Context: an optimization exercise on an open-source flow, tuned for small area and few clock cycles per item. The choices shown serve that exercise and are no tape-out recipe.
Only simulation tests tie the RTL to the original design; equivalence was not proved.

$ cat design/flow/flow/run.sh
#!/bin/bash
# The standard layout (the standard.sh: ORFS synthesis through finish), with one
# change: the buffers that placement puts on every input and output port are the
# platform's smallest plain buffer instead of the cell buffer_ports picks by itself.
set -euo pipefail
export BUFFER_PORTS_ARGS="-buffer_cell sky130_fd_sc_hd__buf_1"
bash standard.sh > standard.log 2>&1
$ cat design/flow/config.mk
export PLATFORM = sky130hd
export DESIGN_NAME = yuv420_crop_rotate_mirror_address
export DESIGN_NICKNAME = yuv420_crop_rotate_mirror_address
export VERILOG_FILES = /design/flow/design.v
export SDC_FILE = /design/flow/constraint.sdc
export NUM_CORES = 4
export LEC_CHECK = 0
export ABC_AREA = 1
export CAP_MARGIN = 20
export CORE_MARGIN = 2
export CORE_UTILIZATION = 40
export CTS_BUF_LIST = sky130_fd_sc_hd__clkbuf_8
export SLEW_MARGIN = 20
$ cat design/flow/constraint.sdc
create_clock -name core_clock -period 6.0 [get_ports {clk}]
set_input_delay 1.2000 -clock core_clock [delete_from_list [all_inputs] [get_ports {clk}]]
set_output_delay 1.2000 -clock core_clock [all_outputs]
set_load 0.01 [all_outputs]
$ cat design/flow/standard.sh
#!/bin/bash
# synth_recipe.tcl (not shown) runs the flow's synth.tcl, then flattens the netlist and writes it again
# the make line also repeats each setting of config.mk as NAME=value (left out here)
make -C /OpenROAD-flow-scripts/flow DESIGN_CONFIG=/design/flow/config.mk WORK_HOME=/design/flow/orfs CLKGATE_MAP_FILE= SYNTH_SCRIPT=/design/flow/synth_recipe.tcl "${@:-finish}"
$ cat design/flow/design.v
package yuvcrm_pkg;
  localparam int DIM_W    = 13;
  localparam int POS_W    = 12;
  localparam int SAMPLE_W = 8;
  localparam int ADDR_W   = 24;
  localparam int PLANE_W  = 2;
  localparam int CFG_DATA_W = 32;
  localparam int CFG_ADDR_W = 5;
  localparam logic [DIM_W-1:0] RST_INPUT_WIDTH  = DIM_W'(640);
  localparam logic [DIM_W-1:0] RST_INPUT_HEIGHT = DIM_W'(480);
  localparam logic [DIM_W-1:0] RST_CROP_WIDTH   = DIM_W'(480);
  localparam logic [DIM_W-1:0] RST_CROP_HEIGHT  = DIM_W'(480);
endpackage
module yuv420_crop_rotate_mirror_address (
  input  logic                                 clk,
  input  logic                                 rst_n,
  input  logic                                 cfg_psel,
  input  logic                                 cfg_penable,
  input  logic                                 cfg_pwrite,
  input  logic [yuvcrm_pkg::CFG_ADDR_W-1:0]    cfg_paddr,
  input  logic [yuvcrm_pkg::CFG_DATA_W-1:0]    cfg_pwdata,
  output logic [yuvcrm_pkg::CFG_DATA_W-1:0]    cfg_prdata,
  output logic                                 cfg_pready,
  input  logic                                 in_tvalid,
  output logic                                 in_tready,
  input  logic [31:0]                          in_tdata,   
  input  logic [yuvcrm_pkg::PLANE_W-1:0]       in_tuser,   
  output logic                                 out_tvalid,
  input  logic                                 out_tready,
  output logic [31:0]                          out_tdata,  
  output logic [yuvcrm_pkg::PLANE_W-1:0]       out_tuser   
);
  localparam int DIM_W    = yuvcrm_pkg::DIM_W;
  localparam int POS_W    = yuvcrm_pkg::POS_W;
  localparam int SAMPLE_W = yuvcrm_pkg::SAMPLE_W;
  localparam int ADDR_W   = yuvcrm_pkg::ADDR_W;
  logic [1:0]       mode_r;
  logic [DIM_W-1:0] in_w_r, in_h_r, crop_w_r, crop_h_r;
  logic             cfg_wr;
  assign cfg_pready = 1'b1;
  assign cfg_wr     = cfg_psel && cfg_penable && cfg_pwrite;
  logic [4:0]       wen;
  logic [1:0]       wd_m;
  logic [DIM_W-1:0] wd_w, wd_h, wd_cw, wd_ch;
  always_comb begin
    for (int k = 0; k < 5; k++) wen[k] = !rst_n || (cfg_wr && cfg_paddr[4:2] == 3'(k));
    wd_m  = rst_n ? cfg_pwdata[1:0] : 2'd0;
    wd_w  = rst_n ? cfg_pwdata[DIM_W-1:0] : yuvcrm_pkg::RST_INPUT_WIDTH;
    wd_h  = rst_n ? cfg_pwdata[DIM_W-1:0] : yuvcrm_pkg::RST_INPUT_HEIGHT;
    wd_cw = rst_n ? cfg_pwdata[DIM_W-1:0] : yuvcrm_pkg::RST_CROP_WIDTH;
    wd_ch = rst_n ? cfg_pwdata[DIM_W-1:0] : yuvcrm_pkg::RST_CROP_HEIGHT;
  end
  always_ff @(posedge clk) begin
    if (wen[0]) mode_r   <= wd_m;
    if (wen[1]) in_w_r   <= wd_w;
    if (wen[2]) in_h_r   <= wd_h;
    if (wen[3]) crop_w_r <= wd_cw;
    if (wen[4]) crop_h_r <= wd_ch;
  end
  always_comb begin
    case (cfg_paddr[4:2])
      3'd0:    cfg_prdata = 32'(mode_r);
      3'd1:    cfg_prdata = 32'(in_w_r);
      3'd2:    cfg_prdata = 32'(in_h_r);
      3'd3:    cfg_prdata = 32'(crop_w_r);
      3'd4:    cfg_prdata = 32'(crop_h_r);
      default: cfg_prdata = '0;
    endcase
  end
  function automatic logic [7:0] radd7(input logic [6:0] a, input logic [6:0] b, input logic ci);
    logic c;
    c = ci;
    for (int i = 0; i < 7; i++) begin
      radd7[i] = a[i] ^ b[i] ^ c;
      c        = (a[i] & b[i]) | (a[i] & c) | (b[i] & c);
    end
    radd7[7] = c;
  endfunction
  logic             mode_rot, mode_mir;
  logic [DIM_W-1:0] lim_y, lim_z;
  logic [7:0]       w_lo, h_lo, w_hi, h_hi;
  logic             w_c_r, h_c_r;
  logic             cfg_ok_r;
  logic [DIM_W-1:0] lo_r;
  assign mode_mir = (mode_r == 2'd2);
  assign mode_rot = (mode_r == 2'd1);
  assign lim_y    = mode_mir ? crop_w_r : crop_h_r;
  assign lim_z    = mode_mir ? crop_h_r : crop_w_r;
  assign w_lo = radd7(in_w_r[6:0], ~crop_w_r[6:0], 1'b1);
  assign h_lo = radd7(in_h_r[6:0], ~crop_h_r[6:0], 1'b1);
  assign w_hi = radd7({1'b0, in_w_r[DIM_W-1:7]}, {1'b1, ~crop_w_r[DIM_W-1:7]}, w_c_r);
  assign h_hi = radd7({1'b0, in_h_r[DIM_W-1:7]}, {1'b1, ~crop_h_r[DIM_W-1:7]}, h_c_r);
  always_ff @(posedge clk) begin
    w_c_r             <= w_lo[7];
    h_c_r             <= h_lo[7];
    lo_r[6:0]         <= mode_mir ? w_lo[6:0] : h_lo[6:0];
    lo_r[DIM_W-1:7]   <= mode_mir ? w_hi[5:0] : h_hi[5:0];
    cfg_ok_r <= (mode_r != 2'd3) && !w_hi[6] && !h_hi[6] &&
                !(in_w_r[12] && |in_w_r[11:0]) && !(in_h_r[12] && |in_h_r[11:0]);
  end
  logic [POS_W-1:0] in_row, in_col, u, v;
  logic             chroma;
  logic [DIM_W-1:0] lo, yp, lv;
  logic [DIM_W:0]   d_lo, d_hi, d_lv;
  logic             keep;
  logic [POS_W-1:0] mul_a, addend;
  assign in_row = in_tdata[11:0];
  assign in_col = in_tdata[23:12];
  assign chroma = |in_tuser;
  assign u      = mode_mir ? in_col : in_row;
  assign v      = mode_mir ? in_row : in_col;
  assign lo     = chroma ? {1'b0, lo_r[DIM_W-1:1]}  : lo_r;
  assign yp     = chroma ? {1'b0, lim_y[DIM_W-1:1]} : lim_y;
  assign lv     = chroma ? {1'b0, lim_z[DIM_W-1:1]} : lim_z;
  logic [DIM_W+1:0] s_lo, s_hi, s_lv;
  yuvcrm_padd #(.N(DIM_W+1), .KIND(1)) u_sub_lo (
    .a({2'b00, u}), .b(~{1'b0, lo}), .ci(1'b1), .s(s_lo));
  yuvcrm_padd #(.N(DIM_W+1), .KIND(0)) u_sub_hi (
    .a(d_lo), .b(~{1'b0, yp}), .ci(1'b1), .s(s_hi));
  yuvcrm_padd #(.N(DIM_W+1), .KIND(0)) u_sub_lv (
    .a({2'b00, v}), .b(~{1'b0, lv}), .ci(1'b1), .s(s_lv));
  assign d_lo = s_lo[DIM_W:0];
  assign d_hi = s_hi[DIM_W:0];
  assign d_lv = s_lv[DIM_W:0];
  assign keep   = cfg_ok_r && (in_tuser != 2'd3) && !d_lo[DIM_W] && d_hi[DIM_W] && d_lv[DIM_W];
  always_comb begin
    if (mode_mir) begin
      mul_a  = ~d_hi[POS_W-1:0];
      addend = ~d_lv[POS_W-1:0];
    end else if (mode_rot) begin
      mul_a  = v;
      addend = ~d_hi[POS_W-1:0];
    end else begin
      mul_a  = d_lo[POS_W-1:0];
      addend = v;
    end
  end
  logic                v_r;
  logic [1:0]          oplane_r;
  logic [SAMPLE_W-1:0] sample_r;
  logic [5:0]          sel1, sel2, sel3;
  logic [POS_W-1:0]    naddend_r;
  logic                go;
  logic go2, o_v_r;
  assign go2       = !o_v_r || out_tready;
  assign go        = !v_r || go2;
  assign in_tready = go;
  always_ff @(posedge clk) begin
    if (!rst_n) begin
      v_r <= 1'b0;
    end else if (go) begin
      v_r <= in_tvalid && keep;
    end
  end
  always_ff @(posedge clk) begin
    if (go) begin
      oplane_r <= {in_tuser[0], in_tuser[1]};   
      sample_r <= in_tdata[31:24];
      for (int j = 0; j < 6; j++) begin
        sel1[j] <= mul_a[2*j] & ~mul_a[2*j+1];
        sel2[j] <= ~mul_a[2*j] & mul_a[2*j+1];
        sel3[j] <= mul_a[2*j] & mul_a[2*j+1];
      end
      naddend_r <= ~addend;
    end
  end
  logic [DIM_W-1:0] mb;
  logic [DIM_W:0]   mb3;
  logic [DIM_W-1:0] nxs;
  logic [ADDR_W:0]  sum;
  logic             chroma_r;
  logic [DIM_W:0] b1, b2;
  logic [7:0]     mb3_hi;
  logic           mb3_c;
  assign mb = (mode_r == 2'd0) ? crop_w_r : crop_h_r;
  assign b1 = {1'b0, mb};
  assign b2 = {mb, 1'b0};
  assign mb3_hi = radd7(b1[DIM_W:7], b2[DIM_W:7], mb3_c);
  always_ff @(posedge clk) begin
    {mb3_c, mb3[6:0]} <= radd7(b1[6:0], b2[6:0], 1'b0);
    mb3[DIM_W:7]      <= mb3_hi[6:0];
  end
  assign chroma_r = |oplane_r;
  assign nxs      = chroma_r ? {naddend_r, 1'b1} : {1'b1, naddend_r};
  logic pp0_0;
  assign pp0_0 = ~((sel1[0] & mb[0]) | (sel3[0] & mb3[0]));
  logic pp0_1;
  assign pp0_1 = ~((sel1[0] & mb[1]) | (sel2[0] & mb[0]) | (sel3[0] & mb3[1]));
  logic pp0_2;
  assign pp0_2 = ~((sel1[0] & mb[2]) | (sel2[0] & mb[1]) | (sel3[0] & mb3[2]));
  logic pp0_3;
  assign pp0_3 = ~((sel1[0] & mb[3]) | (sel2[0] & mb[2]) | (sel3[0] & mb3[3]));
  logic pp0_4;
  assign pp0_4 = ~((sel1[0] & mb[4]) | (sel2[0] & mb[3]) | (sel3[0] & mb3[4]));
  logic pp0_5;
  assign pp0_5 = ~((sel1[0] & mb[5]) | (sel2[0] & mb[4]) | (sel3[0] & mb3[5]));
  logic pp0_6;
  assign pp0_6 = ~((sel1[0] & mb[6]) | (sel2[0] & mb[5]) | (sel3[0] & mb3[6]));
  logic pp0_7;
  assign pp0_7 = ~((sel1[0] & mb[7]) | (sel2[0] & mb[6]) | (sel3[0] & mb3[7]));
  logic pp0_8;
  assign pp0_8 = ~((sel1[0] & mb[8]) | (sel2[0] & mb[7]) | (sel3[0] & mb3[8]));
  logic pp0_9;
  assign pp0_9 = ~((sel1[0] & mb[9]) | (sel2[0] & mb[8]) | (sel3[0] & mb3[9]));
  logic pp0_10;
  assign pp0_10 = ~((sel1[0] & mb[10]) | (sel2[0] & mb[9]) | (sel3[0] & mb3[10]));
  logic pp0_11;
  assign pp0_11 = ~((sel1[0] & mb[11]) | (sel2[0] & mb[10]) | (sel3[0] & mb3[11]));
  logic pp0_12;
  assign pp0_12 = ~((sel1[0] & mb[12]) | (sel2[0] & mb[11]) | (sel3[0] & mb3[12]));
  logic pp0_13;
  assign pp0_13 = ~((sel2[0] & mb[12]) | (sel3[0] & mb3[13]));
  logic pp1_0;
  assign pp1_0 = ~((sel1[1] & mb[0]) | (sel3[1] & mb3[0]));
  logic pp1_1;
  assign pp1_1 = ~((sel1[1] & mb[1]) | (sel2[1] & mb[0]) | (sel3[1] & mb3[1]));
  logic pp1_2;
  assign pp1_2 = ~((sel1[1] & mb[2]) | (sel2[1] & mb[1]) | (sel3[1] & mb3[2]));
  logic pp1_3;
  assign pp1_3 = ~((sel1[1] & mb[3]) | (sel2[1] & mb[2]) | (sel3[1] & mb3[3]));
  logic pp1_4;
  assign pp1_4 = ~((sel1[1] & mb[4]) | (sel2[1] & mb[3]) | (sel3[1] & mb3[4]));
  logic pp1_5;
  assign pp1_5 = ~((sel1[1] & mb[5]) | (sel2[1] & mb[4]) | (sel3[1] & mb3[5]));
  logic pp1_6;
  assign pp1_6 = ~((sel1[1] & mb[6]) | (sel2[1] & mb[5]) | (sel3[1] & mb3[6]));
  logic pp1_7;
  assign pp1_7 = ~((sel1[1] & mb[7]) | (sel2[1] & mb[6]) | (sel3[1] & mb3[7]));
  logic pp1_8;
  assign pp1_8 = ~((sel1[1] & mb[8]) | (sel2[1] & mb[7]) | (sel3[1] & mb3[8]));
  logic pp1_9;
  assign pp1_9 = ~((sel1[1] & mb[9]) | (sel2[1] & mb[8]) | (sel3[1] & mb3[9]));
  logic pp1_10;
  assign pp1_10 = ~((sel1[1] & mb[10]) | (sel2[1] & mb[9]) | (sel3[1] & mb3[10]));
  logic pp1_11;
  assign pp1_11 = ~((sel1[1] & mb[11]) | (sel2[1] & mb[10]) | (sel3[1] & mb3[11]));
  logic pp1_12;
  assign pp1_12 = ~((sel1[1] & mb[12]) | (sel2[1] & mb[11]) | (sel3[1] & mb3[12]));
  logic pp1_13;
  assign pp1_13 = ~((sel2[1] & mb[12]) | (sel3[1] & mb3[13]));
  logic pp2_0;
  assign pp2_0 = ~((sel1[2] & mb[0]) | (sel3[2] & mb3[0]));
  logic pp2_1;
  assign pp2_1 = ~((sel1[2] & mb[1]) | (sel2[2] & mb[0]) | (sel3[2] & mb3[1]));
  logic pp2_2;
  assign pp2_2 = ~((sel1[2] & mb[2]) | (sel2[2] & mb[1]) | (sel3[2] & mb3[2]));
  logic pp2_3;
  assign pp2_3 = ~((sel1[2] & mb[3]) | (sel2[2] & mb[2]) | (sel3[2] & mb3[3]));
  logic pp2_4;
  assign pp2_4 = ~((sel1[2] & mb[4]) | (sel2[2] & mb[3]) | (sel3[2] & mb3[4]));
  logic pp2_5;
  assign pp2_5 = ~((sel1[2] & mb[5]) | (sel2[2] & mb[4]) | (sel3[2] & mb3[5]));
  logic pp2_6;
  assign pp2_6 = ~((sel1[2] & mb[6]) | (sel2[2] & mb[5]) | (sel3[2] & mb3[6]));
  logic pp2_7;
  assign pp2_7 = ~((sel1[2] & mb[7]) | (sel2[2] & mb[6]) | (sel3[2] & mb3[7]));
  logic pp2_8;
  assign pp2_8 = ~((sel1[2] & mb[8]) | (sel2[2] & mb[7]) | (sel3[2] & mb3[8]));
  logic pp2_9;
  assign pp2_9 = ~((sel1[2] & mb[9]) | (sel2[2] & mb[8]) | (sel3[2] & mb3[9]));
  logic pp2_10;
  assign pp2_10 = ~((sel1[2] & mb[10]) | (sel2[2] & mb[9]) | (sel3[2] & mb3[10]));
  logic pp2_11;
  assign pp2_11 = ~((sel1[2] & mb[11]) | (sel2[2] & mb[10]) | (sel3[2] & mb3[11]));
  logic pp2_12;
  assign pp2_12 = ~((sel1[2] & mb[12]) | (sel2[2] & mb[11]) | (sel3[2] & mb3[12]));
  logic pp2_13;
  assign pp2_13 = ~((sel2[2] & mb[12]) | (sel3[2] & mb3[13]));
  logic pp3_0;
  assign pp3_0 = ~((sel1[3] & mb[0]) | (sel3[3] & mb3[0]));
  logic pp3_1;
  assign pp3_1 = ~((sel1[3] & mb[1]) | (sel2[3] & mb[0]) | (sel3[3] & mb3[1]));
  logic pp3_2;
  assign pp3_2 = ~((sel1[3] & mb[2]) | (sel2[3] & mb[1]) | (sel3[3] & mb3[2]));
  logic pp3_3;
  assign pp3_3 = ~((sel1[3] & mb[3]) | (sel2[3] & mb[2]) | (sel3[3] & mb3[3]));
  logic pp3_4;
  assign pp3_4 = ~((sel1[3] & mb[4]) | (sel2[3] & mb[3]) | (sel3[3] & mb3[4]));
  logic pp3_5;
  assign pp3_5 = ~((sel1[3] & mb[5]) | (sel2[3] & mb[4]) | (sel3[3] & mb3[5]));
  logic pp3_6;
  assign pp3_6 = ~((sel1[3] & mb[6]) | (sel2[3] & mb[5]) | (sel3[3] & mb3[6]));
  logic pp3_7;
  assign pp3_7 = ~((sel1[3] & mb[7]) | (sel2[3] & mb[6]) | (sel3[3] & mb3[7]));
  logic pp3_8;
  assign pp3_8 = ~((sel1[3] & mb[8]) | (sel2[3] & mb[7]) | (sel3[3] & mb3[8]));
  logic pp3_9;
  assign pp3_9 = ~((sel1[3] & mb[9]) | (sel2[3] & mb[8]) | (sel3[3] & mb3[9]));
  logic pp3_10;
  assign pp3_10 = ~((sel1[3] & mb[10]) | (sel2[3] & mb[9]) | (sel3[3] & mb3[10]));
  logic pp3_11;
  assign pp3_11 = ~((sel1[3] & mb[11]) | (sel2[3] & mb[10]) | (sel3[3] & mb3[11]));
  logic pp3_12;
  assign pp3_12 = ~((sel1[3] & mb[12]) | (sel2[3] & mb[11]) | (sel3[3] & mb3[12]));
  logic pp3_13;
  assign pp3_13 = ~((sel2[3] & mb[12]) | (sel3[3] & mb3[13]));
  logic pp4_0;
  assign pp4_0 = ~((sel1[4] & mb[0]) | (sel3[4] & mb3[0]));
  logic pp4_1;
  assign pp4_1 = ~((sel1[4] & mb[1]) | (sel2[4] & mb[0]) | (sel3[4] & mb3[1]));
  logic pp4_2;
  assign pp4_2 = ~((sel1[4] & mb[2]) | (sel2[4] & mb[1]) | (sel3[4] & mb3[2]));
  logic pp4_3;
  assign pp4_3 = ~((sel1[4] & mb[3]) | (sel2[4] & mb[2]) | (sel3[4] & mb3[3]));
  logic pp4_4;
  assign pp4_4 = ~((sel1[4] & mb[4]) | (sel2[4] & mb[3]) | (sel3[4] & mb3[4]));
  logic pp4_5;
  assign pp4_5 = ~((sel1[4] & mb[5]) | (sel2[4] & mb[4]) | (sel3[4] & mb3[5]));
  logic pp4_6;
  assign pp4_6 = ~((sel1[4] & mb[6]) | (sel2[4] & mb[5]) | (sel3[4] & mb3[6]));
  logic pp4_7;
  assign pp4_7 = ~((sel1[4] & mb[7]) | (sel2[4] & mb[6]) | (sel3[4] & mb3[7]));
  logic pp4_8;
  assign pp4_8 = ~((sel1[4] & mb[8]) | (sel2[4] & mb[7]) | (sel3[4] & mb3[8]));
  logic pp4_9;
  assign pp4_9 = ~((sel1[4] & mb[9]) | (sel2[4] & mb[8]) | (sel3[4] & mb3[9]));
  logic pp4_10;
  assign pp4_10 = ~((sel1[4] & mb[10]) | (sel2[4] & mb[9]) | (sel3[4] & mb3[10]));
  logic pp4_11;
  assign pp4_11 = ~((sel1[4] & mb[11]) | (sel2[4] & mb[10]) | (sel3[4] & mb3[11]));
  logic pp4_12;
  assign pp4_12 = ~((sel1[4] & mb[12]) | (sel2[4] & mb[11]) | (sel3[4] & mb3[12]));
  logic pp4_13;
  assign pp4_13 = ~((sel2[4] & mb[12]) | (sel3[4] & mb3[13]));
  logic pp5_0;
  assign pp5_0 = ~((sel1[5] & mb[0]) | (sel3[5] & mb3[0]));
  logic pp5_1;
  assign pp5_1 = ~((sel1[5] & mb[1]) | (sel2[5] & mb[0]) | (sel3[5] & mb3[1]));
  logic pp5_2;
  assign pp5_2 = ~((sel1[5] & mb[2]) | (sel2[5] & mb[1]) | (sel3[5] & mb3[2]));
  logic pp5_3;
  assign pp5_3 = ~((sel1[5] & mb[3]) | (sel2[5] & mb[2]) | (sel3[5] & mb3[3]));
  logic pp5_4;
  assign pp5_4 = ~((sel1[5] & mb[4]) | (sel2[5] & mb[3]) | (sel3[5] & mb3[4]));
  logic pp5_5;
  assign pp5_5 = ~((sel1[5] & mb[5]) | (sel2[5] & mb[4]) | (sel3[5] & mb3[5]));
  logic pp5_6;
  assign pp5_6 = ~((sel1[5] & mb[6]) | (sel2[5] & mb[5]) | (sel3[5] & mb3[6]));
  logic pp5_7;
  assign pp5_7 = ~((sel1[5] & mb[7]) | (sel2[5] & mb[6]) | (sel3[5] & mb3[7]));
  logic pp5_8;
  assign pp5_8 = ~((sel1[5] & mb[8]) | (sel2[5] & mb[7]) | (sel3[5] & mb3[8]));
  logic pp5_9;
  assign pp5_9 = ~((sel1[5] & mb[9]) | (sel2[5] & mb[8]) | (sel3[5] & mb3[9]));
  logic pp5_10;
  assign pp5_10 = ~((sel1[5] & mb[10]) | (sel2[5] & mb[9]) | (sel3[5] & mb3[10]));
  logic pp5_11;
  assign pp5_11 = ~((sel1[5] & mb[11]) | (sel2[5] & mb[10]) | (sel3[5] & mb3[11]));
  logic pp5_12;
  assign pp5_12 = ~((sel1[5] & mb[12]) | (sel2[5] & mb[11]) | (sel3[5] & mb3[12]));
  logic pp5_13;
  assign pp5_13 = ~((sel2[5] & mb[12]) | (sel3[5] & mb3[13]));
  logic fs0;
  logic fc0;
  assign fs0 = nxs[2] ^ pp0_2 ^ pp1_0;
  assign fc0 = (nxs[2] & pp0_2) | (nxs[2] & pp1_0) | (pp0_2 & pp1_0);
  logic fs1;
  logic fc1;
  assign fs1 = nxs[3] ^ pp0_3 ^ pp1_1;
  assign fc1 = (nxs[3] & pp0_3) | (nxs[3] & pp1_1) | (pp0_3 & pp1_1);
  logic fs2;
  logic fc2;
  assign fs2 = nxs[4] ^ pp0_4 ^ pp1_2;
  assign fc2 = (nxs[4] & pp0_4) | (nxs[4] & pp1_2) | (pp0_4 & pp1_2);
  logic fs3;
  logic fc3;
  assign fs3 = pp2_0 ^ fc1 ^ fs2;
  assign fc3 = (pp2_0 & fc1) | (pp2_0 & fs2) | (fc1 & fs2);
  logic fs4;
  logic fc4;
  assign fs4 = nxs[5] ^ pp0_5 ^ pp1_3;
  assign fc4 = (nxs[5] & pp0_5) | (nxs[5] & pp1_3) | (pp0_5 & pp1_3);
  logic fs5;
  logic fc5;
  assign fs5 = pp2_1 ^ fc2 ^ fs4;
  assign fc5 = (pp2_1 & fc2) | (pp2_1 & fs4) | (fc2 & fs4);
  logic fs6;
  logic fc6;
  assign fs6 = nxs[6] ^ pp0_6 ^ pp1_4;
  assign fc6 = (nxs[6] & pp0_6) | (nxs[6] & pp1_4) | (pp0_6 & pp1_4);
  logic fs7;
  logic fc7;
  assign fs7 = pp2_2 ^ pp3_0 ^ fc4;
  assign fc7 = (pp2_2 & pp3_0) | (pp2_2 & fc4) | (pp3_0 & fc4);
  logic fs8;
  logic fc8;
  assign fs8 = fs6 ^ fc5 ^ fs7;
  assign fc8 = (fs6 & fc5) | (fs6 & fs7) | (fc5 & fs7);
  logic fs9;
  logic fc9;
  assign fs9 = nxs[7] ^ pp0_7 ^ pp1_5;
  assign fc9 = (nxs[7] & pp0_7) | (nxs[7] & pp1_5) | (pp0_7 & pp1_5);
  logic fs10;
  logic fc10;
  assign fs10 = pp2_3 ^ pp3_1 ^ fc6;
  assign fc10 = (pp2_3 & pp3_1) | (pp2_3 & fc6) | (pp3_1 & fc6);
  logic fs11;
  logic fc11;
  assign fs11 = fs9 ^ fc7 ^ fs10;
  assign fc11 = (fs9 & fc7) | (fs9 & fs10) | (fc7 & fs10);
  logic fs12;
  logic fc12;
  assign fs12 = nxs[8] ^ pp0_8 ^ pp1_6;
  assign fc12 = (nxs[8] & pp0_8) | (nxs[8] & pp1_6) | (pp0_8 & pp1_6);
  logic fs13;
  logic fc13;
  assign fs13 = pp2_4 ^ pp3_2 ^ pp4_0;
  assign fc13 = (pp2_4 & pp3_2) | (pp2_4 & pp4_0) | (pp3_2 & pp4_0);
  logic fs14;
  logic fc14;
  assign fs14 = fc9 ^ fs12 ^ fs13;
  assign fc14 = (fc9 & fs12) | (fc9 & fs13) | (fs12 & fs13);
  logic fs15;
  logic fc15;
  assign fs15 = fc10 ^ fs14 ^ fc11;
  assign fc15 = (fc10 & fs14) | (fc10 & fc11) | (fs14 & fc11);
  logic fs16;
  logic fc16;
  assign fs16 = nxs[9] ^ pp0_9 ^ pp1_7;
  assign fc16 = (nxs[9] & pp0_9) | (nxs[9] & pp1_7) | (pp0_9 & pp1_7);
  logic fs17;
  logic fc17;
  assign fs17 = pp2_5 ^ pp3_3 ^ pp4_1;
  assign fc17 = (pp2_5 & pp3_3) | (pp2_5 & pp4_1) | (pp3_3 & pp4_1);
  logic fs18;
  logic fc18;
  assign fs18 = fc12 ^ fc13 ^ fs16;
  assign fc18 = (fc12 & fc13) | (fc12 & fs16) | (fc13 & fs16);
  logic fs19;
  logic fc19;
  assign fs19 = fs17 ^ fc14 ^ fs18;
  assign fc19 = (fs17 & fc14) | (fs17 & fs18) | (fc14 & fs18);
  logic fs20;
  logic fc20;
  assign fs20 = nxs[10] ^ pp0_10 ^ pp1_8;
  assign fc20 = (nxs[10] & pp0_10) | (nxs[10] & pp1_8) | (pp0_10 & pp1_8);
  logic fs21;
  logic fc21;
  assign fs21 = pp2_6 ^ pp3_4 ^ pp4_2;
  assign fc21 = (pp2_6 & pp3_4) | (pp2_6 & pp4_2) | (pp3_4 & pp4_2);
  logic fs22;
  logic fc22;
  assign fs22 = pp5_0 ^ fc16 ^ fc17;
  assign fc22 = (pp5_0 & fc16) | (pp5_0 & fc17) | (fc16 & fc17);
  logic fs23;
  logic fc23;
  assign fs23 = fs20 ^ fs21 ^ fc18;
  assign fc23 = (fs20 & fs21) | (fs20 & fc18) | (fs21 & fc18);
  logic fs24;
  logic fc24;
  assign fs24 = fs22 ^ fc19 ^ fs23;
  assign fc24 = (fs22 & fc19) | (fs22 & fs23) | (fc19 & fs23);
  logic fs25;
  logic fc25;
  assign fs25 = nxs[11] ^ pp0_11 ^ pp1_9;
  assign fc25 = (nxs[11] & pp0_11) | (nxs[11] & pp1_9) | (pp0_11 & pp1_9);
  logic fs26;
  logic fc26;
  assign fs26 = pp2_7 ^ pp3_5 ^ pp4_3;
  assign fc26 = (pp2_7 & pp3_5) | (pp2_7 & pp4_3) | (pp3_5 & pp4_3);
  logic fs27;
  logic fc27;
  assign fs27 = pp5_1 ^ fc20 ^ fc21;
  assign fc27 = (pp5_1 & fc20) | (pp5_1 & fc21) | (fc20 & fc21);
  logic fs28;
  logic fc28;
  assign fs28 = fs25 ^ fs26 ^ fc22;
  assign fc28 = (fs25 & fs26) | (fs25 & fc22) | (fs26 & fc22);
  logic fs29;
  logic fc29;
  assign fs29 = fs27 ^ fc23 ^ fs28;
  assign fc29 = (fs27 & fc23) | (fs27 & fs28) | (fc23 & fs28);
  logic fs30;
  logic fc30;
  assign fs30 = nxs[12] ^ pp0_12 ^ pp1_10;
  assign fc30 = (nxs[12] & pp0_12) | (nxs[12] & pp1_10) | (pp0_12 & pp1_10);
  logic fs31;
  logic fc31;
  assign fs31 = pp2_8 ^ pp3_6 ^ pp4_4;
  assign fc31 = (pp2_8 & pp3_6) | (pp2_8 & pp4_4) | (pp3_6 & pp4_4);
  logic fs32;
  logic fc32;
  assign fs32 = pp5_2 ^ fc25 ^ fc26;
  assign fc32 = (pp5_2 & fc25) | (pp5_2 & fc26) | (fc25 & fc26);
  logic fs33;
  logic fc33;
  assign fs33 = fs30 ^ fs31 ^ fc27;
  assign fc33 = (fs30 & fs31) | (fs30 & fc27) | (fs31 & fc27);
  logic fs34;
  logic fc34;
  assign fs34 = fs32 ^ fc28 ^ fs33;
  assign fc34 = (fs32 & fc28) | (fs32 & fs33) | (fc28 & fs33);
  logic fs35;
  logic fc35;
  assign fs35 = pp0_13 ^ pp1_11 ^ pp2_9;
  assign fc35 = (pp0_13 & pp1_11) | (pp0_13 & pp2_9) | (pp1_11 & pp2_9);
  logic fs36;
  logic fc36;
  assign fs36 = pp3_7 ^ pp4_5 ^ pp5_3;
  assign fc36 = (pp3_7 & pp4_5) | (pp3_7 & pp5_3) | (pp4_5 & pp5_3);
  logic fs37;
  logic fc37;
  assign fs37 = fc30 ^ fc31 ^ fs35;
  assign fc37 = (fc30 & fc31) | (fc30 & fs35) | (fc31 & fs35);
  logic fs38;
  logic fc38;
  assign fs38 = fs36 ^ fc32 ^ fs37;
  assign fc38 = (fs36 & fc32) | (fs36 & fs37) | (fc32 & fs37);
  logic fs39;
  logic fc39;
  assign fs39 = fc33 ^ fs38 ^ fc34;
  assign fc39 = (fc33 & fs38) | (fc33 & fc34) | (fs38 & fc34);
  logic fs40;
  logic fc40;
  assign fs40 = pp1_12 ^ pp2_10 ^ pp3_8;
  assign fc40 = (pp1_12 & pp2_10) | (pp1_12 & pp3_8) | (pp2_10 & pp3_8);
  logic fs41;
  logic fc41;
  assign fs41 = pp4_6 ^ pp5_4 ^ fc35;
  assign fc41 = (pp4_6 & pp5_4) | (pp4_6 & fc35) | (pp5_4 & fc35);
  logic fs42;
  logic fc42;
  assign fs42 = fc36 ^ fs40 ^ fc37;
  assign fc42 = (fc36 & fs40) | (fc36 & fc37) | (fs40 & fc37);
  logic fs43;
  logic fc43;
  assign fs43 = fs41 ^ fc38 ^ fs42;
  assign fc43 = (fs41 & fc38) | (fs41 & fs42) | (fc38 & fs42);
  logic fs44;
  logic fc44;
  assign fs44 = pp1_13 ^ pp2_11 ^ pp3_9;
  assign fc44 = (pp1_13 & pp2_11) | (pp1_13 & pp3_9) | (pp2_11 & pp3_9);
  logic fs45;
  logic fc45;
  assign fs45 = pp4_7 ^ pp5_5 ^ fc40;
  assign fc45 = (pp4_7 & pp5_5) | (pp4_7 & fc40) | (pp5_5 & fc40);
  logic fs46;
  logic fc46;
  assign fs46 = fs44 ^ fc41 ^ fs45;
  assign fc46 = (fs44 & fc41) | (fs44 & fs45) | (fc41 & fs45);
  logic fs47;
  logic fc47;
  assign fs47 = fc42 ^ fs46 ^ fc43;
  assign fc47 = (fc42 & fs46) | (fc42 & fc43) | (fs46 & fc43);
  logic fs48;
  logic fc48;
  assign fs48 = pp2_12 ^ pp3_10 ^ pp4_8;
  assign fc48 = (pp2_12 & pp3_10) | (pp2_12 & pp4_8) | (pp3_10 & pp4_8);
  logic fs49;
  logic fc49;
  assign fs49 = pp5_6 ^ fc44 ^ fs48;
  assign fc49 = (pp5_6 & fc44) | (pp5_6 & fs48) | (fc44 & fs48);
  logic fs50;
  logic fc50;
  assign fs50 = fc45 ^ fs49 ^ fc46;
  assign fc50 = (fc45 & fs49) | (fc45 & fc46) | (fs49 & fc46);
  logic fs51;
  logic fc51;
  assign fs51 = pp2_13 ^ pp3_11 ^ pp4_9;
  assign fc51 = (pp2_13 & pp3_11) | (pp2_13 & pp4_9) | (pp3_11 & pp4_9);
  logic fs52;
  logic fc52;
  assign fs52 = pp5_7 ^ fc48 ^ fs51;
  assign fc52 = (pp5_7 & fc48) | (pp5_7 & fs51) | (fc48 & fs51);
  logic fs53;
  logic fc53;
  assign fs53 = fc49 ^ fs52 ^ fc50;
  assign fc53 = (fc49 & fs52) | (fc49 & fc50) | (fs52 & fc50);
  logic fs54;
  logic fc54;
  assign fs54 = pp3_12 ^ pp4_10 ^ pp5_8;
  assign fc54 = (pp3_12 & pp4_10) | (pp3_12 & pp5_8) | (pp4_10 & pp5_8);
  logic fs55;
  logic fc55;
  assign fs55 = fc51 ^ fs54 ^ fc52;
  assign fc55 = (fc51 & fs54) | (fc51 & fc52) | (fs54 & fc52);
  logic fs56;
  logic fc56;
  assign fs56 = pp3_13 ^ pp4_11 ^ pp5_9;
  assign fc56 = (pp3_13 & pp4_11) | (pp3_13 & pp5_9) | (pp4_11 & pp5_9);
  logic fs57;
  logic fc57;
  assign fs57 = fc54 ^ fs56 ^ fc55;
  assign fc57 = (fc54 & fs56) | (fc54 & fc55) | (fs56 & fc55);
  logic fs58;
  logic fc58;
  assign fs58 = pp4_12 ^ pp5_10 ^ fc56;
  assign fc58 = (pp4_12 & pp5_10) | (pp4_12 & fc56) | (pp5_10 & fc56);
  logic fs59;
  logic fc59;
  assign fs59 = pp4_13 ^ pp5_11 ^ fc58;
  assign fc59 = (pp4_13 & pp5_11) | (pp4_13 & fc58) | (pp5_11 & fc58);
  logic [24:0] ra, rb;
  assign ra = {1'b1, pp5_13, pp5_12, fs59, fs58, fs57, fs55, fs53, fs50, fs47, fs43, fs39, fc29, fc24, fs24, fs19, fs15, fc8, fs8, fc3, fs3, fc0, fs0, nxs[1], nxs[0]};
  assign rb = {1'b1, 1'b1, fc59, 1'b1, fc57, 1'b1, fc53, 1'b1, fc47, 1'b1, fc39, 1'b1, fs34, fs29, 1'b1, fc15, 1'b1, fs11, 1'b1, fs5, 1'b1, fs1, 1'b1, pp0_1, pp0_0};
  logic [24:0] cp, cg;
  assign cp = ra ^ rb;
  assign cg = ra & rb;
  logic cg0c;
  assign cg0c = cg[0] | cp[0];
  logic pg0;
  assign pg0 = cg[1] | (cp[1] & cg0c);
  logic pp0x;
  assign pp0x = cp[1] & cp[0];
  logic pg1;
  assign pg1 = cg[3] | (cp[3] & cg[2]);
  logic pp1x;
  assign pp1x = cp[3] & cp[2];
  logic pg2;
  assign pg2 = cg[5] | (cp[5] & cg[4]);
  logic pp2x;
  assign pp2x = cp[5] & cp[4];
  logic pg3;
  assign pg3 = cg[7] | (cp[7] & cg[6]);
  logic pp3x;
  assign pp3x = cp[7] & cp[6];
  logic pg4;
  assign pg4 = cg[9] | (cp[9] & cg[8]);
  logic pp4x;
  assign pp4x = cp[9] & cp[8];
  logic pg5;
  assign pg5 = cg[11] | (cp[11] & cg[10]);
  logic pp5x;
  assign pp5x = cp[11] & cp[10];
  logic pg6;
  assign pg6 = cg[13] | (cp[13] & cg[12]);
  logic pp6x;
  assign pp6x = cp[13] & cp[12];
  logic pg7;
  assign pg7 = cg[15] | (cp[15] & cg[14]);
  logic pp7x;
  assign pp7x = cp[15] & cp[14];
  logic pg8;
  assign pg8 = cg[17] | (cp[17] & cg[16]);
  logic pp8x;
  assign pp8x = cp[17] & cp[16];
  logic pg9;
  assign pg9 = cg[19] | (cp[19] & cg[18]);
  logic pp9x;
  assign pp9x = cp[19] & cp[18];
  logic pg10;
  assign pg10 = cg[21] | (cp[21] & cg[20]);
  logic pp10x;
  assign pp10x = cp[21] & cp[20];
  logic pg11;
  assign pg11 = cg[23] | (cp[23] & cg[22]);
  logic pp11x;
  assign pp11x = cp[23] & cp[22];
  logic pg12;
  assign pg12 = pg1 | (pp1x & pg0);
  logic pp12x;
  assign pp12x = pp1x & pp0x;
  logic pg13;
  assign pg13 = pg3 | (pp3x & pg2);
  logic pp13x;
  assign pp13x = pp3x & pp2x;
  logic pg14;
  assign pg14 = pg5 | (pp5x & pg4);
  logic pp14x;
  assign pp14x = pp5x & pp4x;
  logic pg15;
  assign pg15 = pg7 | (pp7x & pg6);
  logic pp15x;
  assign pp15x = pp7x & pp6x;
  logic pg16;
  assign pg16 = pg9 | (pp9x & pg8);
  logic pp16x;
  assign pp16x = pp9x & pp8x;
  logic pg17;
  assign pg17 = pg11 | (pp11x & pg10);
  logic pp17x;
  assign pp17x = pp11x & pp10x;
  logic pg18;
  assign pg18 = pg13 | (pp13x & pg12);
  logic pp18x;
  assign pp18x = pp13x & pp12x;
  logic pg19;
  assign pg19 = pg15 | (pp15x & pg14);
  logic pp19x;
  assign pp19x = pp15x & pp14x;
  logic pg20;
  assign pg20 = pg17 | (pp17x & pg16);
  logic pp20x;
  assign pp20x = pp17x & pp16x;
  logic pg21;
  assign pg21 = pg19 | (pp19x & pg18);
  logic pp21x;
  assign pp21x = pp19x & pp18x;
  logic pg22;
  assign pg22 = pg20 | (pp20x & pg21);
  logic pp22x;
  assign pp22x = pp20x & pp21x;
  logic pg23;
  assign pg23 = pg14 | (pp14x & pg18);
  logic pp23x;
  assign pp23x = pp14x & pp18x;
  logic pg24;
  assign pg24 = pg16 | (pp16x & pg21);
  logic pp24x;
  assign pp24x = pp16x & pp21x;
  logic pg25;
  assign pg25 = pg2 | (pp2x & pg12);
  logic pp25x;
  assign pp25x = pp2x & pp12x;
  logic pg26;
  assign pg26 = pg4 | (pp4x & pg18);
  logic pp26x;
  assign pp26x = pp4x & pp18x;
  logic pg27;
  assign pg27 = pg6 | (pp6x & pg23);
  logic pp27x;
  assign pp27x = pp6x & pp23x;
  logic pg28;
  assign pg28 = pg8 | (pp8x & pg21);
  logic pp28x;
  assign pp28x = pp8x & pp21x;
  logic pg29;
  assign pg29 = pg10 | (pp10x & pg24);
  logic pp29x;
  assign pp29x = pp10x & pp24x;
  logic pg30;
  assign pg30 = cg[2] | (cp[2] & pg0);
  logic pp30x;
  assign pp30x = cp[2] & pp0x;
  logic pg31;
  assign pg31 = cg[4] | (cp[4] & pg12);
  logic pp31x;
  assign pp31x = cp[4] & pp12x;
  logic pg32;
  assign pg32 = cg[6] | (cp[6] & pg25);
  logic pp32x;
  assign pp32x = cp[6] & pp25x;
  logic pg33;
  assign pg33 = cg[8] | (cp[8] & pg18);
  logic pp33x;
  assign pp33x = cp[8] & pp18x;
  logic pg34;
  assign pg34 = cg[10] | (cp[10] & pg26);
  logic pp34x;
  assign pp34x = cp[10] & pp26x;
  logic pg35;
  assign pg35 = cg[12] | (cp[12] & pg23);
  logic pp35x;
  assign pp35x = cp[12] & pp23x;
  logic pg36;
  assign pg36 = cg[14] | (cp[14] & pg27);
  logic pp36x;
  assign pp36x = cp[14] & pp27x;
  logic pg37;
  assign pg37 = cg[16] | (cp[16] & pg21);
  logic pp37x;
  assign pp37x = cp[16] & pp21x;
  logic pg38;
  assign pg38 = cg[18] | (cp[18] & pg28);
  logic pp38x;
  assign pp38x = cp[18] & pp28x;
  logic pg39;
  assign pg39 = cg[20] | (cp[20] & pg24);
  logic pp39x;
  assign pp39x = cp[20] & pp24x;
  logic pg40;
  assign pg40 = cg[22] | (cp[22] & pg29);
  logic pp40x;
  assign pp40x = cp[22] & pp29x;
  logic pg41;
  assign pg41 = cg[24] | (cp[24] & pg22);
  logic pp41x;
  assign pp41x = cp[24] & pp22x;
  assign sum = {~(cp[24] ^ pg22), ~(cp[23] ^ pg40), ~(cp[22] ^ pg29), ~(cp[21] ^ pg39), ~(cp[20] ^ pg24), ~(cp[19] ^ pg38), ~(cp[18] ^ pg28), ~(cp[17] ^ pg37), ~(cp[16] ^ pg21), ~(cp[15] ^ pg36), ~(cp[14] ^ pg27), ~(cp[13] ^ pg35), ~(cp[12] ^ pg23), ~(cp[11] ^ pg34), ~(cp[10] ^ pg26), ~(cp[9] ^ pg33), ~(cp[8] ^ pg18), ~(cp[7] ^ pg32), ~(cp[6] ^ pg25), ~(cp[5] ^ pg31), ~(cp[4] ^ pg12), ~(cp[3] ^ pg30), ~(cp[2] ^ pg0), ~(cp[1] ^ cg0c), cp[0]};
  logic [1:0]          o_oplane_r;
  logic [SAMPLE_W-1:0] o_sample_r;
  logic [ADDR_W:0]     o_sum_r;
  always_ff @(posedge clk) begin
    if (!rst_n) begin
      o_v_r <= 1'b0;
    end else if (go2) begin
      o_v_r <= v_r;
    end
  end
  always_ff @(posedge clk) begin
    if (go2) begin
      o_oplane_r <= oplane_r;
      o_sample_r <= sample_r;
      o_sum_r    <= sum;
    end
  end
  assign out_tvalid = o_v_r;
  assign out_tuser  = o_oplane_r;
  assign out_tdata  = {o_sample_r, |o_oplane_r ? o_sum_r[ADDR_W:1] : o_sum_r[ADDR_W-1:0]};
endmodule
module yuvcrm_padd #(parameter int N = 14, parameter int KIND = 1) (
  input  logic [N-1:0] a,
  input  logic [N-1:0] b,
  input  logic         ci,
  output logic [N:0]   s
);
  localparam int L = (N <= 2) ? 1 : (N <= 4) ? 2 : (N <= 8) ? 3 : (N <= 16) ? 4 : 5;
  logic [N-1:0] g [0:2*L+1];
  logic [N-1:0] p [0:2*L+1];
  logic [N-1:0] pb, gb;
  assign pb = a ^ b;
  assign gb = a & b;
  always_comb begin
    g[0] = gb;
    p[0] = pb;
    g[0][0] = gb[0] | (pb[0] & ci);
    for (int l = 0; l < 2*L+1; l++) begin
      g[l+1] = g[l];
      p[l+1] = p[l];
    end
    if (KIND == 0) begin
      for (int l = 0; l < L; l++) begin
        g[l+1] = g[l];
        p[l+1] = p[l];
        for (int i = 0; i < N; i++)
          if ((i >> l) & 1) begin
            g[l+1][i] = g[l][i] | (p[l][i] & g[l][((i >> l) << l) - 1]);
            p[l+1][i] = p[l][i] & p[l][((i >> l) << l) - 1];
          end
      end
      for (int l = L; l < 2*L+1; l++) begin
        g[l+1] = g[l];
        p[l+1] = p[l];
      end
    end else if (KIND == 1) begin
      for (int l = 0; l < L; l++) begin
        g[l+1] = g[l];
        p[l+1] = p[l];
        for (int i = (2 << l) - 1; i < N; i += (2 << l)) begin
          g[l+1][i] = g[l][i] | (p[l][i] & g[l][i - (1 << l)]);
          p[l+1][i] = p[l][i] & p[l][i - (1 << l)];
        end
      end
      for (int l = L - 1; l >= 0; l--) begin
        g[2*L-l] = g[2*L-l-1];
        p[2*L-l] = p[2*L-l-1];
        for (int i = (3 << l) - 1; i < N; i += (2 << l)) begin
          g[2*L-l][i] = g[2*L-l-1][i] | (p[2*L-l-1][i] & g[2*L-l-1][i - (1 << l)]);
          p[2*L-l][i] = p[2*L-l-1][i] & p[2*L-l-1][i - (1 << l)];
        end
      end
      g[2*L+1] = g[2*L];
      p[2*L+1] = p[2*L];
    end else begin
      for (int i = 1; i < N; i++) begin
        g[1][i] = g[1][i] | (p[1][i] & g[1][i-1]);
      end
      for (int l = 1; l < 2*L+1; l++) begin
        g[l+1] = g[l];
        p[l+1] = p[l];
      end
    end
  end
  always_comb begin
    s[0] = pb[0] ^ ci;
    for (int i = 1; i < N; i++) s[i] = pb[i] ^ g[2*L+1][i-1];
    s[N] = g[2*L+1][N-1];
  end
endmodule
==> results.tsv, run 1 <==
stage	metric	value	unit
outcome	outcome	timing/DRC/antenna clean	
synth	Post-Synth Simple-Gate Area	10.8	%
synth	Post-synth top flop	edfxtp_1	
cts	Sink Count	162	
cts	TritonCTS clock tree	yes	
timing	RSZ-0062 raised after global routing	false	
layout	nets	1820	
critical_path	Worst Path Max Fanout	9	
synth	Synth Area in Adders	22.7	%
synth	Post-synth ARST share	0	%
critical_path	critical path's slowest cell	fa_1	
floorplanning	Initial Utilization	40.7	%
hold_path	Hold Crit Depth	0	
critical_path	CP most frequent cell	fa_1	
cts	number of buffers created by CTS	17	
floorplanning	I/O pin total	147	
synth	syn_area_per_cell	9.15	um^2
timing	Tcrit/Tclk final	92.0	%
synth	library cells used by synthesis	48	
layout	n_diodes	0	
critical_path	CP arrival	5760	ps
cts	Post-CTS Resized	0	
cts	Post CTS Setup Buffer Count	0	
critical_path	CP Cell Sequence	nor2_4 -> buf_4 -> nand2_1 -> o21ai_2 -> inv_2 -> nand2_1 -> o221ai_1 -> fa_1 -> fa_1 -> inv_1 -> fa_1 -> fa_1 -> fa_1 -> a211o_1 -> a21oi_1 -> nand2_1 -> buf_4 -> a21oi_1 -> fa_1	
synth	Synth Warn #	7	
grt	first-pass GRT wire length	55100	um
grt	initial antenna violation count	1	
critical_path	Critical Path Start Type	flip-flop	
critical_path	crit path kind	flip-flop to flip-flop	
synth	Mapped Area	0.0133	mm^2
timing	fin crit period	5520	ps
routing	DR pass1 iterations	5	
grt	vias in the first global route	10200	
synth	number of synthesized flops with an enable pin	129	
routing	Remaining DRCs	0	
routing	via/cell ratio	5.10	
placed_design	Inst Count DP	1993	
synth	post-synthesis mux area share	3.93	%
synth	Synth Area in Compound Gates	15.5	%
synth	XOR/XNOR Fraction of Synth Area	1.38	%
timing	Fmax	0.181	GHz
hold_path	hold path endpoint	o_sample_r[5]	
synth	number of synthesized register bits	162	
critical_path	Critical Path RT	6240	ps
layout	area delta synth->final	10.2	%
grt	grt total ovfl	0	
timing	final-report max-slew violation count	0	
placed_design	GPL Wtd Cong	0.909	
timing	Final TNS setup	0	ps
critical_path	worst r2r dst	o_sum_r[18]	
floorplanning	die area	0.0347	mm^2
cts	clock buffer depth	2	
floorplanning	Die Y	186	um
layout	share of cells above drive strength 1	9.41	%
cts	Clock Pin Slew Worst Setup and Hold Paths	90	ps
critical_path	crit-path max cell delay	540	ps
routing	DR WL/cell	17.4	um
routing	DRT antenna net count	0	
placed_design	port bufs	105	
hold_path	Worst Hold Class	flip-flop to flip-flop	
grt	total track usage	21.1	%
layout	post-route insts no fill	2025	
floorplanning	die width	186	um
critical_path	worst r2r src	mode_r[0]	
routing	vias	10300	
routing	final WL	35200	um
timing	Final setup viols	0	
synth	Seq/Total Area, Yosys	34.1	%
timing	Slew headroom	31.8	%
timing	clk_skew	21.3	ps
flow_run	max-cap viol count	0	
synth	largest family of logic cells by synthesized area	adder cells	
critical_path	worst reg2reg path depth	19	
floorplanning	Core Region	0.0326	mm^2
cts	clk root buf	clkbuf_8	
timing	Fin. Hold Viols	0	
timing	Worst-Margin Slew	1010	ps
synth	Synth Instances	1452	
cts	CTS Hold Bufs	0	
critical_path	setup slack, reg-to-reg	480	ps
critical_path	CP endpoint kind	flip-flop	
floorplanning	Core Rows	66	
placed_design	HPWL Detailed	28700	um
timing	fin worst setup slack	478	ps
cts	clock insertion delay at the later pin of the skew report	500	ps
grt	pin count of the biggest net entering global routing	84	
routing	initial DRC count	716	
cts	H-Tree Depth	4	
hold_path	hold_sp	sample_r[5]	
placed_design	dpl ws	443	ps
==> worst max-delay path: cells and delay by family, from the launching register on <==
family                   cells  cell delay [ps]
AND/OR/NAND/NOR              4              530
AO/OA/AOI/OAI                5              910
adder cells (fa/ha/maj)      6             2770
buffers and inverters        4              580
flip-flops                   1              470
==> cell type report <==
cell class                 count  area [um^2]
timing repair buffer         150          732
fill                        3219        18000
sequential                   162         4530
clock buffer                  20          275
multi-input combinational    935         7310
inverter                     304         1140
tap                          442          553
clock inverter                12         96.3
==> cells in the mapped netlist, types with 2 or more instances <==
cell | count | area [um^2]
mux2_2 | 25 | 282
or2_2 | 5 | 31.3
a211oi_2 | 2 | 25.0
buf_4 | 23 | 173
a21o_1 | 3 | 22.5
o211ai_1 | 5 | 37.5
ha_1 | 57 | 713
nand4_1 | 4 | 25.0
nand2_1 | 225 | 845
edfxtp_1 | 129 | 3870
o21ai_0 | 40 | 200
nand3_1 | 30 | 150
o22ai_1 | 68 | 425
nor2_1 | 64 | 240
nor3_1 | 7 | 35.0
a31oi_1 | 4 | 25.0
clkbuf_1 | 21 | 78.8
o21ai_1 | 56 | 280
a221o_1 | 11 | 110
nor3b_1 | 2 | 15.0
buf_2 | 22 | 110
a21boi_0 | 2 | 15.0
xnor2_1 | 7 | 61.3
inv_1 | 285 | 1070
conb_1 | 2 | 7.51
a221oi_2 | 3 | 45.0
dfxtp_1 | 33 | 661
o221ai_1 | 34 | 298
o21ai_2 | 10 | 87.6
mux2i_1 | 24 | 240
nor4_1 | 7 | 43.8
inv_2 | 18 | 67.6
a21oi_1 | 67 | 335
a221oi_1 | 9 | 78.8
nor2_2 | 2 | 12.5
fa_1 | 115 | 2300
xor2_1 | 14 | 123
buf_6 | 2 | 22.5
o21bai_1 | 4 | 30.0
nor2_4 | 2 | 22.5
a211o_1 | 2 | 17.5
==> cells by family (layout without fill, tap and decap cells) <==
| kind of cell | after synthesis | in the layout |
|---|---|---|
| adders and majority gates | 172 | 172 |
| xor gates and xnor gates | 21 | 21 |
| DFF | 162 | 162 |
| and+or+nand+nor | 350 | 350 |
| other | 2 | 20 |
| muxes | 49 | 49 |
| buffers and inverters | 373 | 486 |
| AOI/OAI and AO/OA | 323 | 323 |
==> cells in the final DEF, fill, tap and decap left out, types with 5 or more instances in the layout <==
master,n
a21oi_1,67
a221o_1,11
a221oi_1,9
buf_1,105
buf_4,45
clkbuf_8,20
conb_1,20
dfxtp_1,33
edfxtp_1,129
fa_1,115
ha_1,57
inv_1,285
inv_2,18
mux2_2,25
mux2i_1,24
nand2_1,224
nand3_1,29
nor2_1,62
nor3_1,7
nor4_1,7
o211ai_1,5
o21ai_0,38
o21ai_1,58
o21ai_2,10
o221ai_1,34
o22ai_1,68
or2_2,5
xnor2_1,7
xor2_1,14
==> registers in the layout, summed over array words and instances (netlist names), 2 cells and up <==
name / cells
sel3: 6
sel1: 6
in_w_r: 13
in_h_r: 13
crop_h_r: 13
sample_r: 8
lo_r: 13
o_sample_r: 8
crop_w_r: 13
mb3: 14
naddend_r: 12
o_sum_r: 25
mode_r: 2
o_oplane_r: 2
sel2: 6
oplane_r: 2
==> metrics by stage <==
stage | area [um^2] | utilization [%] | hold slack, ps
2_1_floorplan | 13300 | - | 400
5_1_grt | 14600 | 44.9 | 433
6_report | 14600 | 44.9 | 426
4_1_cts | 14600 | 44.9 | 427
3_3_place_gp | 14300 | 43.7 | 401
3_5_place_dp | 14300 | 43.7 | 405
==> how the worst max path moves through the flow <==
stage | cells after the start | slack, ps | endpoint | startpoint
CTS | 22 | 440 | o_sum_r[23] | mode_r[0]
floorplan | 24 | 570 | sel2[4] | in_tuser[1]
global placement | 22 | 470 | o_sum_r[23] | mode_r[0]
global route | 22 | 110 | o_sum_r[23] | mode_r[0]
detailed placement | 22 | 440 | o_sum_r[23] | mode_r[0]
finish | 19 | 480 | o_sum_r[18] | mode_r[0]
==> per-layer routing <==
| metal | wire [um] | share of wire (%) | track usage [%] | vias up |
|---|---|---|---|---|
| met5 | 0 | 0 | 0 | - |
| met4 | 907 | 2.6 | 7.53 | 0 |
| met3 | 1750 | 5.0 | 3.45 | 43 |
| met2 | 17100 | 49 | 36.5 | 324 |
| met1 | 15400 | 44 | 26.7 | 4905 |
| li1 | - | - | - | 5058 |
Testbench counts, summed over its fixed seeds: cycles 58,814, items 58,788.
==> run 2, diff against run 1 <==
==> design/flow/flow/run.sh (replaced) <==
#!/bin/bash
# The standard layout (the standard.sh: ORFS synthesis through finish), with two
# changes: the buffers that placement puts on every input and output port are the
# platform's smallest plain buffer instead of the cell buffer_ports picks by itself, and
# clock tree synthesis adds no dummy loads to balance the tree.
set -euo pipefail
export BUFFER_PORTS_ARGS="-buffer_cell sky130_fd_sc_hd__buf_1"
export CTS_ARGS="-sink_clustering_enable -repair_clock_nets -buf_list sky130_fd_sc_hd__clkbuf_8 -dont_use_dummy_load -sink_clustering_size 24 -sink_clustering_max_diameter 60"
bash standard.sh > standard.log 2>&1
==> run 2 against run 1 <==
Effect of this change:
- still clean
- largest cell class unchanged
- wire length is 0.30% lower
- critical path type unchanged
- worst hold slack lost 6.9 ps
- via count decreased by 0.42%
- non-clock buffer count did not move
- critical path depth grew 3
==> results.tsv, run 2 <==
stage	metric	value	unit
critical_path	Top delay family on crit path	adder cells	
grt	vias in the first global route	10200	
layout	nets	1820	
synth	Post-synth top flop	edfxtp_1	
grt	total track usage	21.0	%
synth	number of synthesized flops with an enable pin	129	
routing	DRT antenna net count	0	
synth	most common cell in the netlist	inv_1	
cts	Sink Count	162	
floorplanning	Initial Utilization	40.7	%
layout	Largest register FFs	25	
timing	Final setup viols	0	
critical_path	CP arrival	5730	ps
layout	share of cells above drive strength 1	8.55	%
layout	area delta synth->final	9.19	%
timing	Fin. Hold Viols	0	
floorplanning	Core Rows	66	
floorplanning	I/O pin total	147	
timing	final-report max-slew violation count	0	
cts	Post-CTS Resized	0	
routing	Remaining DRCs	0	
routing	via/cell ratio	5.12	
synth	Synth top area share	29.2	%
synth	commonest cells in the netlist	inv_1, nand2_1, edfxtp_1	
critical_path	Critical Path Start Type	flip-flop	
timing	Worst-Margin Slew	996	ps
synth	Synth Warn #	7	
synth	largest cells by area after synthesis	edfxtp_1, fa_1, inv_1	
grt	grt total ovfl	0	
critical_path	Worst Path Max Fanout	9	
grt	pin count of the biggest net entering global routing	84	
critical_path	crit-path max cell delay	540	ps
routing	DR pass1 iterations	6	
placed_design	HPWL Detailed	28700	um
grt	initial antenna violation count	1	
placed_design	Inst Count DP	1993	
critical_path	critical path's slowest cell	fa_1	
timing	Tcrit/Tclk final	91.9	%
floorplanning	die area	0.0347	mm^2
cts	clk root buf	clkbuf_8	
layout	most frequent cells in the layout	inv_1, nand2_1, edfxtp_1	
layout	n_diodes	0	
timing	clk_skew	30.3	ps
critical_path	CP most frequent cell	nand2_1	
routing	initial DRC count	642	
cts	H-Tree Depth	4	
floorplanning	Die Y	186	um
cts	TritonCTS clock tree	yes	
floorplanning	die width	186	um
cts	Clock Pin Slew Worst Setup and Hold Paths	80	ps
synth	syn_area_per_cell	9.15	um^2
cts	CTS Hold Bufs	0	
placed_design	GPL Wtd Cong	0.909	
outcome	outcome	timing/DRC/antenna clean	
placed_design	port bufs	105	
layout	top flop regs	o_sum_r: 25 flops, mb3: 14 flops	
cts	clock buffer depth	2	
routing	vias	10300	
routing	final WL	35100	um
synth	Seq/Total Area, Yosys	34.1	%
cts	number of buffers created by CTS	17	
synth	Mapped Area	0.0133	mm^2
grt	first-pass GRT wire length	54900	um
layout	most common cell after layout, fill and taps aside	inv_1	
layout	post-route insts no fill	2010	
floorplanning	Core Region	0.0326	mm^2
synth	cell taking the most area after synthesis	edfxtp_1	
synth	number of synthesized register bits	162	
critical_path	Critical Path RT	6220	ps
routing	DR WL/cell	17.4	um
critical_path	crit path kind	flip-flop to flip-flop	
synth	Post-synth ARST share	0	%
timing	RSZ-0062 raised after global routing	false	
critical_path	CP Cell Sequence	nor2_4 -> buf_4 -> nand2_1 -> o21ai_2 -> inv_2 -> nand2_1 -> o221ai_1 -> fa_1 -> fa_1 -> inv_1 -> fa_1 -> fa_1 -> fa_1 -> a211o_1 -> a21oi_1 -> nand2_1 -> nand2_1 -> nand2_1 -> nand2_1 -> nand2_1 -> fa_1 -> xnor2_1	
synth	Synth Instances	1452	
timing	Slew headroom	32.9	%
cts	Post CTS Setup Buffer Count	0	
hold_path	Worst Hold Class	flip-flop to flip-flop	
critical_path	CP endpoint kind	flip-flop	
cts	clock insertion delay at the later pin of the skew report	490	ps
layout	Most flops, register	o_sum_r	
timing	Fmax	0.181	GHz
timing	fin crit period	5510	ps
timing	Final TNS setup	0	ps
synth	library cells used by synthesis	48	
critical_path	Buf+Inv Stages, Crit Path	3	
flow_run	max-cap viol count	0	
## run 2: cell counts after synthesis
No cell type changed its count.
## run 2: logic make-up (layout without fill, tap and decap cells)
group	count (synthesis)	after routing	share of synthesized area, %
other cells	2	20	0.0565
fa+ha+maj	172	172	22.7
flops	162	162	34.1
compound gates	323	323	15.5
buf+inv	373	471	11.5
mux	49	49	3.93
simple gates	350	350	10.8
xor+xnor	21	21	1.38
## run 2: worst paths after layout
path / from / end / slack (ps) / cells past startpoint
max: mode_r[0] / o_sum_r[23] / 490 / 22
min: sample_r[2] / o_sample_r[2] / 420 / 0
max reg2reg: mode_r[0] / o_sum_r[23] / 490 / 22
min reg2reg: sample_r[2] / o_sample_r[2] / 420 / 0
## run 2: cell type report
type,instances,area (um^2)
timing repair buffer,150,732
inverter,304,1140
clock buffer,17,234
tap,442,553
sequential,162,4530
fill,3231,18100
multi-input combinational,935,7310
## run 2: through the flow
step	cell area (um^2)	utilization [%]	worst slack [ps]	hold WS, ps
after floorplan	13300	-	568	400
after global placement	14300	43.7	471	401
after detailed placement	14300	43.7	443	405
after CTS	14500	44.5	424	421
after global routing	14500	44.5	94.9	419
final	14500	44.5	487	419
## run 2: metal layers
metal	global-route usage [%]	up-vias	routed length, um
met2	36.3	322	17000
met1	26.7	4880	15200
met3	3.45	42	1900
met5	0	-	0
li1	-	5043	-
met4	7.43	0	922
==> run 3, diff against run 2 <==
--- a/design/flow/flow/run.sh
+++ b/design/flow/flow/run.sh
@@ -6,4 +6,4 @@
 set -euo pipefail
 export BUFFER_PORTS_ARGS="-buffer_cell sky130_fd_sc_hd__buf_1"
-export CTS_ARGS="-sink_clustering_enable -repair_clock_nets -buf_list sky130_fd_sc_hd__clkbuf_8 -dont_use_dummy_load -sink_clustering_size 24 -sink_clustering_max_diameter 60"
+export CTS_ARGS="-sink_clustering_enable -repair_clock_nets -buf_list sky130_fd_sc_hd__clkbuf_8 -dont_use_dummy_load"
 bash standard.sh > standard.log 2>&1
==> run 3 against run 2 <==
Effect of this change:
- still clean
- final area did not move
- largest cell class unchanged
- global-route usage unchanged
- synthesized cell count is the same
- critical path type unchanged
- sequential share of layout area stayed put
- die area is the same
- critical endpoint unchanged
==> results.tsv, run 3 <==
stage	metric	value	unit
placed_design	port bufs	105	
routing	DR WL/cell	17.4	um
critical_path	Critical Path Start Type	flip-flop	
floorplanning	I/O pin total	147	
outcome	outcome	timing/DRC/antenna clean	
timing	fin worst setup slack	487	ps
synth	number of synthesized register bits	162	
synth	Post-Synth Simple-Gate Area	10.8	%
layout	most common cell after layout, fill and taps aside	inv_1	
floorplanning	Core Rows	66	
synth	Seq/Total Area, Yosys	34.1	%
timing	Final TNS setup	0	ps
critical_path	critical path's slowest cell	fa_1	
synth	number of synthesized flops with an enable pin	129	
synth	Post-synth ARST share	0	%
grt	Global Route met1 Usage	26.7	%
synth	most common cell in the netlist	inv_1	
routing	vias	10300	
synth	syn_area_per_cell	9.15	um^2
synth	largest cells by area after synthesis	edfxtp_1, fa_1, inv_1	
hold_path	hold_sp	sample_r[2]	
grt	initial antenna violation count	1	
placed_design	HPWL Detailed	28700	um
synth	XOR/XNOR Fraction of Synth Area	1.38	%
timing	Fmax	0.181	GHz
critical_path	CP arrival	5730	ps
floorplanning	Initial Utilization	40.7	%
layout	most frequent cells in the layout	inv_1, nand2_1, edfxtp_1	
critical_path	worst reg2reg path depth	22	
critical_path	Worst Path Max Fanout	9	
hold_path	Worst Hold Class	flip-flop to flip-flop	
cts	Post CTS Setup Buffer Count	0	
synth	Synth Warn #	7	
grt	met3 Use GR	3.45	%
grt	total track usage	21.0	%
critical_path	Critical Path Source	mode_r[0]	
synth	post-synthesis mux area share	3.93	%
critical_path	CP endpoint kind	flip-flop	
floorplanning	Die Y	186	um
synth	Synth Area in Compound Gates	15.5	%
timing	Final setup viols	0	
cts	CTS Hold Bufs	0	
layout	Most flops, register	o_sum_r	
critical_path	worst r2r dst	o_sum_r[23]	
routing	Remaining DRCs	0	
cts	number of buffers created by CTS	17	
critical_path	crit path kind	flip-flop to flip-flop	
critical_path	setup slack, reg-to-reg	490	ps
layout	Core Util, Final	44.5	%
routing	via/cell ratio	5.12	
grt	grt total ovfl	0	
cts	clock insertion delay at the later pin of the skew report	490	ps
floorplanning	Core Region	0.0326	mm^2
synth	Synth top area share	29.2	%
timing	Slew headroom	32.9	%
layout	share of cells above drive strength 1	8.55	%
timing	final-report max-slew violation count	0	
synth	cell taking the most area after synthesis	edfxtp_1	
synth	Synth Instances	1452	
layout	Largest register FFs	25	
routing	final WL	35100	um
layout	final instance area	0.0145	mm^2
placed_design	GPL Wtd Cong	0.909	
run 3: cell counts after synthesis:
Identical to the previous run, type by type.
run 3: layout make-up:
cell class	instances	area, um^2
well taps	442	553
flip-flops and latches	162	4530
multi-input cells	935	7310
inverters	304	1140
fillers	3231	18100
repair buffers	150	732
clock buffers	17	234
run 3: how the worst min path moves through the flow:
| stage | to | slack, ps | cells past startpoint |
|---|---|---|---|
| after global routing | o_sample_r[2] | 420 | 0 |
| after detailed placement | o_sample_r[5] | 400 | 0 |
| after global placement | o_sample_r[2] | 400 | 0 |
| final | o_sample_r[2] | 420 | 0 |
| after CTS | o_sample_r[2] | 420 | 0 |
| after floorplan | o_sample_r[0] | 400 | 0 |
run 3: cells by family after synthesis:
group                      after synthesis
muxes                                   49
buffers and inverters                  373
and+or+nand+nor                        350
AOI/OAI and AO/OA                      323
other                                    2
adders and majority gates              172
DFF                                    162
xor gates and xnor gates                21
run 3: per-stage QoR:
step | cells | hold WS [ps]
floorplan | 1470 | 400
global placement | 1993 | 401
detailed placement | 1993 | 405
CTS | 2010 | 421
global route | 2010 | 419
finish | 2010 | 419
run 3: per-layer routing:
metal | routed length, um | share of wire (%) | vias to the layer above
met1 | 15200 | 43 | 4880
met5 | 0 | 0 | -
met2 | 17000 | 49 | 322
li1 | - | - | 5043
met4 | 922 | 2.6 | 0
met3 | 1900 | 5.4 | 42
run 3: critical path: cells and delay by family, from the launching register on:
kind | cells | cell delay, ps
buf+inv | 3 | 410
fa+ha+maj | 6 | 2690
xor+xnor | 1 | 130
compound gates | 4 | 750
flops | 1 | 460
simple gates | 8 | 790

re-timing with driven ports:
In the flow no input, the clock included, has a driving cell. The finished layouts below were timed again as built, in two steps. Step 1, drivers: a clkbuf_16 drives clk and a buf_2 each remaining input, both assumed. Step 2 adds t to the input delays and takes it off the output delays; t is the mean of the earliest and latest rising clock arrival at the registers after step 1. Input paths then give back, and output paths get back, about the clock's delay inside the block. a / b / c = no drivers / after step 1 / after step 2; a / b = the first two.
run	t (ns)	setup slack, ns	worst setup path at the end	worst register clock-pin slew, ns	worst slew at a driven data input, ns
run 1	0.534	0.478 / 0.478 / 0.460	input to register	0.11 / 0.11	0.04
run 2	0.516	0.487 / 0.487 / 0.441	input to register	0.10 / 0.10	0.04
run 3	0.516	0.487 / 0.487 / 0.441	input to register	0.10 / 0.10	0.04
After both steps every run listed still meets setup and hold.
